This design comes from an exercise in tuning for small area on the open sky130 flow, not from production work.
Only simulation tests tie the RTL to the original design; equivalence was not proved.

==> trial 69 <==
// padding
module padding #(
  parameter int INPUT_SIZE  = 14,
  parameter int OUTPUT_SIZE = INPUT_SIZE + 2,
  parameter int INPUT_BITS  = INPUT_SIZE * INPUT_SIZE * 4,
  parameter int OUTPUT_BITS = OUTPUT_SIZE * OUTPUT_SIZE * 4
) (
  input  logic                   clk,
  input  logic                   rst,
  input  logic                   start,
  input  logic [INPUT_BITS-1:0]  input_matrix,
  output logic [OUTPUT_BITS-1:0] output_matrix,
  output logic                   done
);
  localparam int c_ROW_BITS = INPUT_SIZE * 4;
  logic                  r_busy;    
  logic                  r_done;
  logic [INPUT_BITS-1:0] r_data;    
  logic w_load;
  logic w_keep;
  logic w_load1;
  assign w_load = start & ~r_busy & ~r_done;
  always_ff @(posedge clk or negedge rst) begin
    if (!rst) begin
      r_busy <= 1'b0;
      r_done <= 1'b0;
    end else begin
      r_busy <= w_load;
      r_done <= r_busy | (r_done & start);
    end
  end
  assign w_load1 = w_load & rst;
  assign w_keep  = rst & ~w_load;
  for (genvar i = 0; i < INPUT_BITS; i++) begin : g_bit
    padding_bit u_bit (
      .clk  (clk),
      .load (w_load1),
      .keep (w_keep),
      .d    (input_matrix[i]),
      .q    (r_data[i])
    );
  end
  always_comb begin
    output_matrix = '0;
    for (int r = 0; r < INPUT_SIZE; r++)
      output_matrix[((r + 1) * OUTPUT_SIZE + 1) * 4 +: c_ROW_BITS] =
        r_data[r * c_ROW_BITS +: c_ROW_BITS];
  end
  assign done = r_done;
endmodule
Settings: LEC_CHECK=0, CAP_MARGIN=20, CORE_AREA=5 5 395 395, DIE_AREA=0 0 400 400, PLACE_DENSITY=0.4, SLEW_MARGIN=20, SYNTH_HIERARCHICAL=1, SYNTH_MINIMUM_KEEP_SIZE=0; clock period 5.0 ns.
standard.sh (not shown) runs the stock make flow with config.mk's settings and CLKGATE_MAP_FILE= SYNTH_SCRIPT=/design/flow/synth_recipe.tcl, a recipe that flattens the netlist after the stock synthesis.
==> flow/flow/run.sh <==
#!/bin/bash
# Standard ORFS layout, with the port buffers inserted as the smallest
# plain buffer (buf_1) instead of the resizer's default pick, and a clock
# tree built from fewer buffers with larger sink clusters.
set -euo pipefail
export BUFFER_PORTS_ARGS="-buffer_cell sky130_fd_sc_hd__buf_1"
export IO_PLACER_V="met2 met4"
export CTS_ARGS="-sink_clustering_enable -repair_clock_nets -dont_use_dummy_load -sink_clustering_size 14 -sink_clustering_max_diameter 80 -buf_list {sky130_fd_sc_hd__clkbuf_8}"
bash standard.sh > standard_make.log 2>&1
==> build 36: changes against trial 69 <==
==> flow/flow/run.sh (replaced) <==
#!/bin/bash
# Standard ORFS layout, with the port buffers inserted as the smallest
# plain buffer (buf_1) instead of the resizer's default pick, and a clock
# tree built from fewer buffers with larger sink clusters.
set -euo pipefail
export BUFFER_PORTS_ARGS="-buffer_cell sky130_fd_sc_hd__buf_1"
export CTS_ARGS="-sink_clustering_enable -repair_clock_nets -dont_use_dummy_load -sink_clustering_size 24 -sink_clustering_max_diameter 100 -buf_list {sky130_fd_sc_hd__clkbuf_16}"
bash standard.sh > standard_make.log 2>&1
Settings changed: CORE_AREA 5 5 395 395 to 5 5 615 615, DIE_AREA 0 0 400 400 to 0 0 620 620.
==> trial 51: changes against trial 69 <==
==> flow/flow/run.sh (replaced) <==
#!/bin/bash
# Standard ORFS layout with these changes:
#  - port buffers inserted as the smallest plain buffer (buf_1) instead of
#    the resizer's default pick;
#  - pins also on met4 (top/bottom edges) so a smaller die holds them all;
#  - each input bit's pin grouped with the pin of the output bit it feeds,
#    so each register sits next to its own two pins;
#  - a clock tree built from fewer buffers with larger sink clusters and no
#    dummy loads.
set -euo pipefail
groups=""
for ((r = 0; r < 14; r++)); do
  for ((c = 0; c < 14; c++)); do
    for ((b = 0; b < 4; b++)); do
      i=$(( (r * 14 + c) * 4 + b ))
      o=$(( ((r + 1) * 16 + c + 1) * 4 + b ))
      groups+=" -group_pins {input_matrix[$i] output_matrix[$o]}"
    done
  done
done
export PLACE_PINS_ARGS="$groups"
export BUFFER_PORTS_ARGS="-buffer_cell sky130_fd_sc_hd__buf_1"
export IO_PLACER_V="met2 met4"
export CTS_ARGS="-sink_clustering_enable -repair_clock_nets -dont_use_dummy_load -sink_clustering_size 9 -sink_clustering_max_diameter 50 -buf_list {sky130_fd_sc_hd__clkbuf_4}"
bash standard.sh > standard_make.log 2>&1
==> results.yml <==
status:
  status: "complete, no violations"
floorplan:
  die_y_um: 620
route:
  routed_via_density: 2.86
layout:
  n_all_buffers: 1605
  nNetsFinal: 4286
  seq-cell-share_pct: 41.3
sta:
  fin_hold_ws_ps: 108
cts:
  clkLatencyLatePin_ps: 830
grt:
  met1_usage_pct: 11.9
The numbers above come from build 36.

==> results.yml <==
logic_synthesis:
  synthTopCellsByArea: "dfxtp_1 64%, a22o_1 28%, buf_4 7.4%"
grt:
  met1_usage_pct: 15.7
route:
  drt_iter0_markers: 1369
  routed_via_density: 4.01
cts:
  clkLatencyLatePin_ps: 760
status:
  status: "complete, no violations"
layout:
  seq-cell-share_pct: 47.0
  n_all_buffers: 1601
  nNetsFinal: 4275
worst_setup_path:
  critPathArrivalTime_ps: 1800
sta:
  fin_hold_ws_ps: 169
floorplan:
  die_y_um: 400
The numbers above come from trial 69.

==> results.yml <==
layout:
  nNetsFinal: 4921
  n_all_buffers: 2212
  seq-cell-share_pct: 39.9
  final_cells: 6225
  final_util_pct: 26.0
status:
  status: "complete, no violations"
floorplan:
  die_y_um: 400
placement:
  io_buffers: 1571
logic_synthesis:
  synth_simple_gate_area_share_pct: 0.128
sta:
  fin_hold_ws_ps: 285
route:
  routed_via_density: 3.94
grt:
  met1_usage_pct: 10.0
  grt.total_usage_pct: 12.0
cts:
  clkLatencyLatePin_ps: 990
The numbers above come from trial 51.

## separate check: timing with driven ports
No port has a modelled driver above. Below, the same layouts with a new extraction and two added sets of constraints.
Step 1 sets driving cells, clkbuf_16 on the clock port and buf_2 on the other inputs (assumed; they add their load-dependent delay and slew).
Step 2 moves the port delays by t, midway between the first and last clock arrival at a register: inputs arrive t later, outputs are due t later. That takes back most of the time a late clock gives input paths.
a / b / c = ideal / step 1 / step 2; a / b = the first two.
run	t, ns	setup WS [ns]	hold slack, ns	latest minus earliest clock arrival (ns)	worst slew at a driven data input, ns
trial 69	0.772	2.197 / 2.120 / 1.852	0.169 / 0.131 / 0.464	0.120 / 0.120	0.23
build 36	0.855	2.225 / 2.136 / 1.895	0.108 / 0.077 / 0.467	0.137 / 0.137	0.37
trial 51	1.034	2.364 / 2.282 / 1.393	0.285 / 0.231 / 0.467	0.203 / 0.204	0.11
After both steps setup and hold are still met in every run listed. The setup slack of trial 51, which loses most, moves by -0.082 ns with the drivers and by -0.971 ns with both steps.
